Source: an optimization exercise on an open RTL-to-GDS flow (aim: small area and a short achievable clock period). Production flows keep margins and buffers that such runs may drop. RTL that was checked went through simulation tests only; none was proved equivalent to the original. Power figures rest on the tool's default switching activity, not on a simulated workload.

== P ==
Design rgba8_tile_swizzle_downscale_unit, start of the top module:
module rgba8_tile_swizzle_downscale_unit (
  input  logic       clk,
  input  logic       rst_n,
  input  logic        in_valid,
  output logic        in_ready,
  input  logic [7:0]  in_red,
  input  logic [7:0]  in_green,
  input  logic [7:0]  in_blue,
  input  logic [7:0]  in_alpha,
  output logic        out_valid,
  input  logic        out_ready,
  output logic [25:0] out_byte_offset,
  output logic [7:0]  out_alpha,
  output logic [7:0]  out_red,
  output logic [7:0]  out_green,
  output logic [7:0]  out_blue,
  output logic        out_frame_done,
  input  logic        cfg_valid,
  output logic        cfg_ready,
  input  logic [2:0]  cfg_index,
  input  logic [31:0] cfg_data
);
==> module rgba8_tile_swizzle_downscale_unit, before the edit <==
module rgba8_tile_swizzle_downscale_unit (
  input  logic       clk,
  input  logic       rst_n,
  input  logic        in_valid,
  output logic        in_ready,
  input  logic [7:0]  in_red,
  input  logic [7:0]  in_green,
  input  logic [7:0]  in_blue,
  input  logic [7:0]  in_alpha,
  output logic        out_valid,
  input  logic        out_ready,
  output logic [25:0] out_byte_offset,
  output logic [7:0]  out_alpha,
  output logic [7:0]  out_red,
  output logic [7:0]  out_green,
  output logic [7:0]  out_blue,
  output logic        out_frame_done,
  input  logic        cfg_valid,
  output logic        cfg_ready,
  input  logic [2:0]  cfg_index,
  input  logic [31:0] cfg_data
);
  localparam int FB = swz_pkg::FRAC_BITS;
  localparam int IW = swz_pkg::IDX_W;
  localparam int DW = swz_pkg::IDX_W;
  localparam int SW = swz_pkg::SINT_W;
  localparam int RW = swz_pkg::RB_W;
  swz_pkg::cfg_t cfg;
  logic [IW-1:0] src_col_r, src_row_r;      
  logic [IW-1:0] dst_col_r, dst_row_r;      
  logic          col_full_r, row_full_r;    
  logic [FB-1:0] col_frac_r, row_frac_r;    
  logic [DW-1:0] col_dist_r, row_dist_r;    
  logic          col_cy_r, row_cy_r;        
  logic [RW-1:0] row_base_r;                
  logic                      out_valid_r;
  logic [swz_pkg::OFF_W-1:0] out_offset_r;
  logic [7:0]                out_alpha_r, out_red_r, out_green_r, out_blue_r;
  logic                      out_done_r;
  logic in_fire;
  logic row_sel, col_sel, emit;
  logic row_end, frame_end;
  logic col_last, row_last;
  logic [FB:0]   col_frac_sum, row_frac_sum;
  logic [RW-1:0] blk;
  swz_cfg_regs u_cfg (
    .clk    (clk),
    .rst_n  (rst_n),
    .cfg_wr_valid (cfg_valid),
    .cfg_wr_ready (cfg_ready),
    .cfg_wr_index (cfg_index),
    .cfg_wr_data  (cfg_data),
    .cfg    (cfg)
  );
  assign in_ready = !out_valid_r || out_ready;
  assign in_fire  = in_valid && in_ready;
  assign col_sel   = !col_full_r && !cfg.out_w4m1[10] && (col_dist_r == DW'(!col_cy_r));
  assign row_sel   = !row_full_r && !cfg.out_h4m1[10] && (row_dist_r == DW'(!row_cy_r));
  assign emit      = row_sel && col_sel;
  assign row_end   = src_col_r == cfg.src_w_m1;
  assign frame_end = row_end && (src_row_r == cfg.src_h_m1);
  assign col_last  = (dst_col_r[1:0] == 2'b11) && (dst_col_r[IW-1:2] == cfg.out_w4m1[9:0]);
  assign row_last  = (dst_row_r[1:0] == 2'b11) && (dst_row_r[IW-1:2] == cfg.out_h4m1[9:0]);
  assign col_frac_sum = {1'b0, col_frac_r} + {1'b0, cfg.step_x[FB-1:0]};
  assign row_frac_sum = {1'b0, row_frac_r} + {1'b0, cfg.step_y[FB-1:0]};
  assign blk = row_base_r + RW'(dst_col_r[IW-1:2]);
  always_ff @(posedge clk) begin
    if (!rst_n) begin
      src_col_r  <= '0;
      src_row_r  <= '0;
      dst_col_r  <= '0;
      dst_row_r  <= '0;
      col_full_r <= 1'b0;
      row_full_r <= 1'b0;
      col_frac_r <= '0;
      row_frac_r <= '0;
      col_dist_r <= '0;
      row_dist_r <= '0;
      col_cy_r   <= 1'b1;
      row_cy_r   <= 1'b1;
      row_base_r <= '0;
    end else if (in_fire) begin
      if (row_end) begin
        src_col_r  <= '0;
        dst_col_r  <= '0;
        col_full_r <= 1'b0;
        col_frac_r <= '0;
        col_dist_r <= '0;
        col_cy_r   <= 1'b1;
        if (frame_end) begin
          src_row_r  <= '0;
          dst_row_r  <= '0;
          row_full_r <= 1'b0;
          row_frac_r <= '0;
          row_dist_r <= '0;
          row_cy_r   <= 1'b1;
          row_base_r <= '0;
        end else begin
          src_row_r <= src_row_r + 1'b1;
          if (row_sel) begin
            dst_row_r  <= dst_row_r + 1'b1;
            row_full_r <= row_last;
            row_frac_r <= row_frac_sum[FB-1:0];
            row_dist_r <= cfg.step_y[FB+SW-1] ? '0 : cfg.step_y[FB+DW-1:FB];
            row_cy_r   <= !cfg.step_y[FB+SW-1] && row_frac_sum[FB];
            if (dst_row_r[1:0] == 2'b11)
              row_base_r <= row_base_r + RW'(cfg.out_w4m1[9:0]) + 1'b1;
          end else begin
            row_dist_r <= row_dist_r - 1'b1;
          end
        end
      end else begin
        src_col_r <= src_col_r + 1'b1;
        if (col_sel) begin
          dst_col_r  <= dst_col_r + 1'b1;
          col_full_r <= col_last;
          col_frac_r <= col_frac_sum[FB-1:0];
          col_dist_r <= cfg.step_x[FB+SW-1] ? '0 : cfg.step_x[FB+DW-1:FB];
          col_cy_r   <= !cfg.step_x[FB+SW-1] && col_frac_sum[FB];
        end else begin
          col_dist_r <= col_dist_r - 1'b1;
        end
      end
    end
  end
  always_ff @(posedge clk) begin
    if (!rst_n) begin
      out_valid_r <= 1'b0;
    end else if (in_ready) begin
      out_valid_r <= in_valid && emit;
    end
  end
  always_ff @(posedge clk) begin
    if (in_ready) begin
      out_offset_r <= {blk, 1'b0, dst_row_r[1:0], dst_col_r[1:0], 1'b0};
      out_alpha_r  <= cfg.has_alpha ? in_alpha : swz_pkg::ALPHA_OPAQUE;
      out_red_r    <= in_red;
      out_green_r  <= in_green;
      out_blue_r   <= in_blue;
      out_done_r   <= col_last && row_last;
    end
  end
  assign out_valid       = out_valid_r;
  assign out_byte_offset = out_offset_r;
  assign out_alpha       = out_alpha_r;
  assign out_red         = out_red_r;
  assign out_green       = out_green_r;
  assign out_blue        = out_blue_r;
  assign out_frame_done  = out_done_r;
endmodule
clock: 5.6 ns
lec_check: 0
abc_clock_period_in_ps: 2500
cap_margin: 20
core_margin: 2
core_utilization: 55
cts_buf_list: sky130_fd_sc_hd__clkbuf_8
cts_cluster_diameter: 50
cts_cluster_size: 12
setup_slack_margin: 2.8
slew_margin: 20
standard.sh (not shown) runs the stock make flow with config.mk's settings and CLKGATE_MAP_FILE= SYNTH_SCRIPT=/design/flow/synth_recipe.tcl, a recipe that flattens the netlist after the stock synthesis.
==> flow/flow/run.sh <==
#!/bin/bash
# Standard ORFS layout (the standard.sh, unchanged synthesis), with the
# port buffers inserted as the smallest plain buffer instead of the default
# delay buffer; timing repair still resizes them where a path needs it.
set -euo pipefail
export BUFFER_PORTS_ARGS="-buffer_cell sky130_fd_sc_hd__buf_1"
bash standard.sh > standard_flow.log 2>&1
For Q, these inputs were changed with respect to P:
diff --git a/flow/design.v b/flow/design.v
--- a/flow/design.v
+++ b/flow/design.v
@@ -106,4 +106,6 @@
   logic [DW-1:0] col_dist_r, row_dist_r;    
   logic          col_cy_r, row_cy_r;        
+  logic          col_ok_r, row_ok_r;        
+  logic          sx_is0, sx_is1, sy_is0, sy_is1;
   logic [RW-1:0] row_base_r;                
   logic                      out_valid_r;
@@ -128,6 +130,10 @@
   assign in_ready = !out_valid_r || out_ready;
   assign in_fire  = in_valid && in_ready;
-  assign col_sel   = !col_full_r && !cfg.out_w4m1[10] && (col_dist_r == DW'(!col_cy_r));
-  assign row_sel   = !row_full_r && !cfg.out_h4m1[10] && (row_dist_r == DW'(!row_cy_r));
+  assign col_sel   = !col_full_r && !cfg.out_w4m1[10] && col_ok_r;
+  assign row_sel   = !row_full_r && !cfg.out_h4m1[10] && row_ok_r;
+  assign sx_is0    = cfg.step_x[FB+SW-1:FB] == SW'(0);
+  assign sx_is1    = cfg.step_x[FB+SW-1:FB] == SW'(1);
+  assign sy_is0    = cfg.step_y[FB+SW-1:FB] == SW'(0);
+  assign sy_is1    = cfg.step_y[FB+SW-1:FB] == SW'(1);
   assign emit      = row_sel && col_sel;
   assign row_end   = src_col_r == cfg.src_w_m1;
@@ -152,4 +158,6 @@
       col_cy_r   <= 1'b1;
       row_cy_r   <= 1'b1;
+      col_ok_r   <= 1'b1;
+      row_ok_r   <= 1'b1;
       row_base_r <= '0;
     end else if (in_fire) begin
@@ -161,4 +169,5 @@
         col_dist_r <= '0;
         col_cy_r   <= 1'b1;
+        col_ok_r   <= 1'b1;
         if (frame_end) begin
           src_row_r  <= '0;
@@ -168,4 +177,5 @@
           row_dist_r <= '0;
           row_cy_r   <= 1'b1;
+          row_ok_r   <= 1'b1;
           row_base_r <= '0;
         end else begin
@@ -177,8 +187,10 @@
             row_dist_r <= cfg.step_y[FB+SW-1] ? '0 : cfg.step_y[FB+DW-1:FB];
             row_cy_r   <= !cfg.step_y[FB+SW-1] && row_frac_sum[FB];
+            row_ok_r   <= row_frac_sum[FB] ? sy_is0 : sy_is1;
             if (dst_row_r[1:0] == 2'b11)
               row_base_r <= row_base_r + RW'(cfg.out_w4m1[9:0]) + 1'b1;
           end else begin
             row_dist_r <= row_dist_r - 1'b1;
+            row_ok_r   <= row_dist_r == (row_cy_r ? DW'(1) : DW'(2));
           end
         end
@@ -191,6 +203,8 @@
           col_dist_r <= cfg.step_x[FB+SW-1] ? '0 : cfg.step_x[FB+DW-1:FB];
           col_cy_r   <= !cfg.step_x[FB+SW-1] && col_frac_sum[FB];
+          col_ok_r   <= col_frac_sum[FB] ? sx_is0 : sx_is1;
         end else begin
           col_dist_r <= col_dist_r - 1'b1;
+          col_ok_r   <= col_dist_r == (col_cy_r ? DW'(1) : DW'(2));
         end
       end
## What came out
Between P and Q, the clock network area share figures differ only marginally. P has a lower shortest period the worst path allows than Q. Relative to P, maximum vdd drop has gone down in Q. Q consumes more power than P does. On starting DRC count in detailed routing, the lower figure sits with P, not Q. Going from P to Q, the largest fanout on the critical path was found to have gone up by 1.
For Q, only the layout was checked, not whether the RTL still works.

* * *

maple:
The RTL this note starts from:
==> flow/design.v <==
`timescale 1ns / 1ps
package swz_pkg;
  localparam int FRAC_BITS  = 16;
  localparam int IDX_W      = 12;
  localparam int STEP_W     = 29;
  localparam int SINT_W     = STEP_W - FRAC_BITS;   
  localparam int T4_W       = 11;                   
  localparam int RB_W       = 20;                   
  localparam int OFF_W      = 26;
  localparam int CFG_IDX_W  = 3;
  localparam int CFG_DATA_W = 32;
  localparam logic [CFG_IDX_W-1:0] REG_SOURCE_WIDTH  = 3'd0;
  localparam logic [CFG_IDX_W-1:0] REG_SOURCE_HEIGHT = 3'd1;
  localparam logic [CFG_IDX_W-1:0] REG_OUT_WIDTH     = 3'd2;
  localparam logic [CFG_IDX_W-1:0] REG_OUT_HEIGHT    = 3'd3;
  localparam logic [CFG_IDX_W-1:0] REG_STEP_X        = 3'd4;
  localparam logic [CFG_IDX_W-1:0] REG_STEP_Y        = 3'd5;
  localparam logic [CFG_IDX_W-1:0] REG_HAS_ALPHA     = 3'd6;
  localparam logic [7:0] ALPHA_OPAQUE = 8'd255;
  typedef struct packed {
    logic [IDX_W-1:0]  src_w_m1;
    logic [IDX_W-1:0]  src_h_m1;
    logic [T4_W-1:0]   out_w4m1;
    logic [T4_W-1:0]   out_h4m1;
    logic [STEP_W-1:0] step_x;
    logic [STEP_W-1:0] step_y;
    logic              has_alpha;
  } cfg_t;
endpackage
`timescale 1ns / 1ps
module swz_cfg_regs (
  input  logic          clk,
  input  logic          rst_n,
  input  logic                              cfg_wr_valid,
  output logic                              cfg_wr_ready,
  input  logic [swz_pkg::CFG_IDX_W-1:0]      cfg_wr_index,
  input  logic [swz_pkg::CFG_DATA_W-1:0]     cfg_wr_data,
  output swz_pkg::cfg_t cfg
);
  swz_pkg::cfg_t cfg_r;
  logic [12:0] wr_dim;
  logic [11:0] src_m1;
  logic [10:0] out_4m1;
  assign wr_dim = cfg_wr_data[12:0];
  assign src_m1 = wr_dim[12] ? 12'hFFF :
                  (wr_dim[11:0] == 12'd0) ? 12'd0 : wr_dim[11:0] - 12'd1;
  assign out_4m1 = wr_dim[12] ? 11'd1023 : {1'b0, wr_dim[11:2]} - 11'd1;
  assign cfg_wr_ready = 1'b1;
  assign cfg          = cfg_r;
  always_ff @(posedge clk) begin
    if (!rst_n) begin
      cfg_r.src_w_m1  <= '0;
      cfg_r.src_h_m1  <= '0;
      cfg_r.out_w4m1  <= '1;
      cfg_r.out_h4m1  <= '1;
      cfg_r.step_x    <= swz_pkg::STEP_W'(1 << swz_pkg::FRAC_BITS);
      cfg_r.step_y    <= swz_pkg::STEP_W'(1 << swz_pkg::FRAC_BITS);
      cfg_r.has_alpha <= 1'b0;
    end else if (cfg_wr_valid) begin
      case (cfg_wr_index)
        swz_pkg::REG_SOURCE_WIDTH:  cfg_r.src_w_m1  <= src_m1;
        swz_pkg::REG_SOURCE_HEIGHT: cfg_r.src_h_m1  <= src_m1;
        swz_pkg::REG_OUT_WIDTH:     cfg_r.out_w4m1  <= out_4m1;
        swz_pkg::REG_OUT_HEIGHT:    cfg_r.out_h4m1  <= out_4m1;
        swz_pkg::REG_STEP_X:        cfg_r.step_x    <= cfg_wr_data[swz_pkg::STEP_W-1:0];
        swz_pkg::REG_STEP_Y:        cfg_r.step_y    <= cfg_wr_data[swz_pkg::STEP_W-1:0];
        swz_pkg::REG_HAS_ALPHA:     cfg_r.has_alpha <= cfg_wr_data[0];
        default: ;
      endcase
    end
  end
endmodule
`timescale 1ns / 1ps
module rgba8_tile_swizzle_downscale_unit (
  input  logic       clk,
  input  logic       rst_n,
  input  logic        in_valid,
  output logic        in_ready,
  input  logic [7:0]  in_red,
  input  logic [7:0]  in_green,
  input  logic [7:0]  in_blue,
  input  logic [7:0]  in_alpha,
  output logic        out_valid,
  input  logic        out_ready,
  output logic [25:0] out_byte_offset,
  output logic [7:0]  out_alpha,
  output logic [7:0]  out_red,
  output logic [7:0]  out_green,
  output logic [7:0]  out_blue,
  output logic        out_frame_done,
  input  logic        cfg_valid,
  output logic        cfg_ready,
  input  logic [2:0]  cfg_index,
  input  logic [31:0] cfg_data
);
  localparam int FB = swz_pkg::FRAC_BITS;
  localparam int IW = swz_pkg::IDX_W;
  localparam int DW = swz_pkg::SINT_W;
  localparam int SW = swz_pkg::SINT_W;
  localparam int RW = swz_pkg::RB_W;
  swz_pkg::cfg_t cfg;
  logic [IW-1:0] src_col_r, src_row_r;      
  logic [IW-1:0] dst_col_r, dst_row_r;      
  logic          col_full_r, row_full_r;    
  logic [FB-1:0] col_frac_r, row_frac_r;    
  logic [DW-1:0] col_dist_r, row_dist_r;    
  logic          col_cy_r, row_cy_r;        
  logic [RW-1:0] row_base_r;                
  logic                      out_valid_r;
  logic [swz_pkg::OFF_W-1:0] out_offset_r;
  logic [7:0]                out_alpha_r, out_red_r, out_green_r, out_blue_r;
  logic                      out_done_r;
  logic in_fire;
  logic row_sel, col_sel, emit;
  logic row_end, frame_end;
  logic col_last, row_last;
  logic [FB:0]   col_frac_sum, row_frac_sum;
  logic [RW-1:0] blk;
  swz_cfg_regs u_cfg (
    .clk    (clk),
    .rst_n  (rst_n),
    .cfg_wr_valid (cfg_valid),
    .cfg_wr_ready (cfg_ready),
    .cfg_wr_index (cfg_index),
    .cfg_wr_data  (cfg_data),
    .cfg    (cfg)
  );
  assign in_ready = !out_valid_r || out_ready;
  assign in_fire  = in_valid && in_ready;
  assign col_sel   = !col_full_r && !cfg.out_w4m1[10] && (col_dist_r == DW'(!col_cy_r));
  assign row_sel   = !row_full_r && !cfg.out_h4m1[10] && (row_dist_r == DW'(!row_cy_r));
  assign emit      = row_sel && col_sel;
  assign row_end   = src_col_r == cfg.src_w_m1;
  assign frame_end = row_end && (src_row_r == cfg.src_h_m1);
  assign col_last  = (dst_col_r[1:0] == 2'b11) && (dst_col_r[IW-1:2] == cfg.out_w4m1[9:0]);
  assign row_last  = (dst_row_r[1:0] == 2'b11) && (dst_row_r[IW-1:2] == cfg.out_h4m1[9:0]);
  assign col_frac_sum = {1'b0, col_frac_r} + {1'b0, cfg.step_x[FB-1:0]};
  assign row_frac_sum = {1'b0, row_frac_r} + {1'b0, cfg.step_y[FB-1:0]};
  assign blk = row_base_r + RW'(dst_col_r[IW-1:2]);
  always_ff @(posedge clk) begin
    if (!rst_n) begin
      src_col_r  <= '0;
      src_row_r  <= '0;
      dst_col_r  <= '0;
      dst_row_r  <= '0;
      col_full_r <= 1'b0;
      row_full_r <= 1'b0;
      col_frac_r <= '0;
      row_frac_r <= '0;
      col_dist_r <= '0;
      row_dist_r <= '0;
      col_cy_r   <= 1'b1;
      row_cy_r   <= 1'b1;
      row_base_r <= '0;
    end else if (in_fire) begin
      if (row_end) begin
        src_col_r  <= '0;
        dst_col_r  <= '0;
        col_full_r <= 1'b0;
        col_frac_r <= '0;
        col_dist_r <= '0;
        col_cy_r   <= 1'b1;
        if (frame_end) begin
          src_row_r  <= '0;
          dst_row_r  <= '0;
          row_full_r <= 1'b0;
          row_frac_r <= '0;
          row_dist_r <= '0;
          row_cy_r   <= 1'b1;
          row_base_r <= '0;
        end else begin
          src_row_r <= src_row_r + 1'b1;
          if (row_sel) begin
            dst_row_r  <= dst_row_r + 1'b1;
            row_full_r <= row_last;
            row_frac_r <= row_frac_sum[FB-1:0];
            row_dist_r <= cfg.step_y[FB+SW-1:FB];
            row_cy_r   <= row_frac_sum[FB];
            if (dst_row_r[1:0] == 2'b11)
              row_base_r <= row_base_r + RW'(cfg.out_w4m1[9:0]) + 1'b1;
          end else begin
            row_dist_r <= row_dist_r - 1'b1;
          end
        end
      end else begin
        src_col_r <= src_col_r + 1'b1;
        if (col_sel) begin
          dst_col_r  <= dst_col_r + 1'b1;
          col_full_r <= col_last;
          col_frac_r <= col_frac_sum[FB-1:0];
          col_dist_r <= cfg.step_x[FB+SW-1:FB];
          col_cy_r   <= col_frac_sum[FB];
        end else begin
          col_dist_r <= col_dist_r - 1'b1;
        end
      end
    end
  end
  always_ff @(posedge clk) begin
    if (!rst_n) begin
      out_valid_r <= 1'b0;
    end else if (in_ready) begin
      out_valid_r <= in_valid && emit;
    end
  end
  always_ff @(posedge clk) begin
    if (in_ready) begin
      out_offset_r <= {blk, 1'b0, dst_row_r[1:0], dst_col_r[1:0], 1'b0};
      out_alpha_r  <= cfg.has_alpha ? in_alpha : swz_pkg::ALPHA_OPAQUE;
      out_red_r    <= in_red;
      out_green_r  <= in_green;
      out_blue_r   <= in_blue;
      out_done_r   <= col_last && row_last;
    end
  end
  assign out_valid       = out_valid_r;
  assign out_byte_offset = out_offset_r;
  assign out_alpha       = out_alpha_r;
  assign out_red         = out_red_r;
  assign out_green       = out_green_r;
  assign out_blue        = out_blue_r;
  assign out_frame_done  = out_done_r;
endmodule
export LEC_CHECK = 0
export ABC_CLOCK_PERIOD_IN_PS = 2500
export CAP_MARGIN = 20
export CORE_MARGIN = 2
export CORE_UTILIZATION = 55
export CTS_BUF_LIST = sky130_fd_sc_hd__clkbuf_8
export CTS_CLUSTER_DIAMETER = 50
export CTS_CLUSTER_SIZE = 12
export SETUP_SLACK_MARGIN = 2.8
export SLEW_MARGIN = 20
create_clock -name core_clock -period 5.6 [get_ports {clk}]
Scripts as last shown in full above: flow/flow/run.sh
The following lists how cedar was set up differently from maple:
--- a/flow/design.v
+++ b/flow/design.v
@@ -46,29 +46,30 @@
                   (wr_dim[11:0] == 12'd0) ? 12'd0 : wr_dim[11:0] - 12'd1;
   assign out_4m1 = wr_dim[12] ? 11'd1023 : {1'b0, wr_dim[11:2]} - 11'd1;
   assign cfg_wr_ready = 1'b1;
   assign cfg          = cfg_r;
-  always_ff @(posedge clk) begin
-    if (!rst_n) begin
-      cfg_r.src_w_m1  <= '0;
-      cfg_r.src_h_m1  <= '0;
-      cfg_r.out_w4m1  <= '1;
-      cfg_r.out_h4m1  <= '1;
-      cfg_r.step_x    <= swz_pkg::STEP_W'(1 << swz_pkg::FRAC_BITS);
-      cfg_r.step_y    <= swz_pkg::STEP_W'(1 << swz_pkg::FRAC_BITS);
-      cfg_r.has_alpha <= 1'b0;
-    end else if (cfg_wr_valid) begin
-      case (cfg_wr_index)
-        swz_pkg::REG_SOURCE_WIDTH:  cfg_r.src_w_m1  <= src_m1;
-        swz_pkg::REG_SOURCE_HEIGHT: cfg_r.src_h_m1  <= src_m1;
-        swz_pkg::REG_OUT_WIDTH:     cfg_r.out_w4m1  <= out_4m1;
-        swz_pkg::REG_OUT_HEIGHT:    cfg_r.out_h4m1  <= out_4m1;
-        swz_pkg::REG_STEP_X:        cfg_r.step_x    <= cfg_wr_data[swz_pkg::STEP_W-1:0];
-        swz_pkg::REG_STEP_Y:        cfg_r.step_y    <= cfg_wr_data[swz_pkg::STEP_W-1:0];
-        swz_pkg::REG_HAS_ALPHA:     cfg_r.has_alpha <= cfg_wr_data[0];
-        default: ;
-      endcase
-    end
+  logic [6:0]  wr_en;
+  logic [11:0] d_src_m1;
+  logic [10:0] d_out_4m1;
+  logic [28:0] d_step;
+  logic        d_alpha;
+  always_comb begin
+    for (int i = 0; i < 7; i++)
+      wr_en[i] = !rst_n || (cfg_wr_valid && (cfg_wr_index == 3'(i)));
+  end
+  assign d_src_m1  = rst_n ? src_m1  : '0;
+  assign d_out_4m1 = rst_n ? out_4m1 : '1;
+  assign d_step    = rst_n ? cfg_wr_data[swz_pkg::STEP_W-1:0] :
+                             swz_pkg::STEP_W'(1 << swz_pkg::FRAC_BITS);
+  assign d_alpha   = rst_n && cfg_wr_data[0];
+  always_ff @(posedge clk) begin
+    if (wr_en[swz_pkg::REG_SOURCE_WIDTH])  cfg_r.src_w_m1  <= d_src_m1;
+    if (wr_en[swz_pkg::REG_SOURCE_HEIGHT]) cfg_r.src_h_m1  <= d_src_m1;
+    if (wr_en[swz_pkg::REG_OUT_WIDTH])     cfg_r.out_w4m1  <= d_out_4m1;
+    if (wr_en[swz_pkg::REG_OUT_HEIGHT])    cfg_r.out_h4m1  <= d_out_4m1;
+    if (wr_en[swz_pkg::REG_STEP_X])        cfg_r.step_x    <= d_step;
+    if (wr_en[swz_pkg::REG_STEP_Y])        cfg_r.step_y    <= d_step;
+    if (wr_en[swz_pkg::REG_HAS_ALPHA])     cfg_r.has_alpha <= d_alpha;
   end
 endmodule
 `timescale 1ns / 1ps
 module rgba8_tile_swizzle_downscale_unit (
@@ -94,9 +95,9 @@
   input  logic [31:0] cfg_data
 );
   localparam int FB = swz_pkg::FRAC_BITS;
   localparam int IW = swz_pkg::IDX_W;
-  localparam int DW = swz_pkg::SINT_W;
+  localparam int DW = swz_pkg::IDX_W;
   localparam int SW = swz_pkg::SINT_W;
   localparam int RW = swz_pkg::RB_W;
   swz_pkg::cfg_t cfg;
   logic [IW-1:0] src_col_r, src_row_r;      
@@ -173,10 +174,10 @@
           if (row_sel) begin
             dst_row_r  <= dst_row_r + 1'b1;
             row_full_r <= row_last;
             row_frac_r <= row_frac_sum[FB-1:0];
-            row_dist_r <= cfg.step_y[FB+SW-1:FB];
-            row_cy_r   <= row_frac_sum[FB];
+            row_dist_r <= cfg.step_y[FB+SW-1] ? '0 : cfg.step_y[FB+DW-1:FB];
+            row_cy_r   <= !cfg.step_y[FB+SW-1] && row_frac_sum[FB];
             if (dst_row_r[1:0] == 2'b11)
               row_base_r <= row_base_r + RW'(cfg.out_w4m1[9:0]) + 1'b1;
           end else begin
             row_dist_r <= row_dist_r - 1'b1;
@@ -187,10 +188,10 @@
         if (col_sel) begin
           dst_col_r  <= dst_col_r + 1'b1;
           col_full_r <= col_last;
           col_frac_r <= col_frac_sum[FB-1:0];
-          col_dist_r <= cfg.step_x[FB+SW-1:FB];
-          col_cy_r   <= col_frac_sum[FB];
+          col_dist_r <= cfg.step_x[FB+SW-1] ? '0 : cfg.step_x[FB+DW-1:FB];
+          col_cy_r   <= !cfg.step_x[FB+SW-1] && col_frac_sum[FB];
         end else begin
           col_dist_r <= col_dist_r - 1'b1;
         end
       end
Results
- buf_16 as the critical-path cell with the highest stage delay was reported by cedar, and or4_4 by maple.
- Going from maple to cedar, adder-cell share of the synthesized area barely changed; routability congestion estimate from global placement barely changed; maximum frequency dropped 0.011 GHz; non-clock buffer total of the final layout dropped 23.
- maple → cedar: initial antenna violation count decreased by 2 relative to the old numbers, area enclosed by the die boundary increased by 1.9% relative to the old numbers, total met3 wirelength after detailed routing decreased by 37% relative to the old numbers, relative area change from synthesis to final layout decreased by 3.5 points relative to the old numbers, number of filler cells placed in the layout increased by 0.58% relative to the old numbers.
- Power: cedar draws less than maple
- On aggregate routed wire length, maple loses to cedar.
- maple → cedar: total number of sequential cells fell by 0.68%, switching component of the power fell by 0.028 mW.
The RTL of cedar was laid out without a check of its function.

==> port drivers added, routing unchanged <==
No port has a modelled driver above. Below, the same layouts with a new extraction and two added sets of constraints.
Step 1 sets driving cells, clkbuf_16 on the clock port and buf_2 on the other inputs (assumed; they add their load-dependent delay and slew).
Step 2 times the ports against the registers' clock, not the clock port: input delays grow and output delays shrink by t, the midpoint of the rising clock arrivals with the driver on.
a / b / c = ideal ports / drivers / drivers and shift; a / b = the first two.
| run | t, ns | setup slack, ns | hold slack, ns | latest minus earliest clock arrival (ns) |
|---|---|---|---|---|
| P | 0.579 | 2.849 / 2.828 / 2.325 | 0.461 / 0.461 / 0.461 | 0.025 / 0.025 |
| Q | 0.597 | 2.787 / 2.761 / 2.260 | 0.462 / 0.462 / 0.462 | 0.020 / 0.020 |
| maple | 0.581 | 2.804 / 2.780 / 2.332 | 0.460 / 0.460 / 0.460 | 0.019 / 0.020 |
| cedar | 0.589 | 2.712 / 2.689 / 2.399 | 0.467 / 0.467 / 0.467 | 0.022 / 0.022 |
After both steps setup and hold are still met in every run listed. The setup slack of Q, which loses most, moves by -0.026 ns with the drivers and by -0.527 ns with both steps.
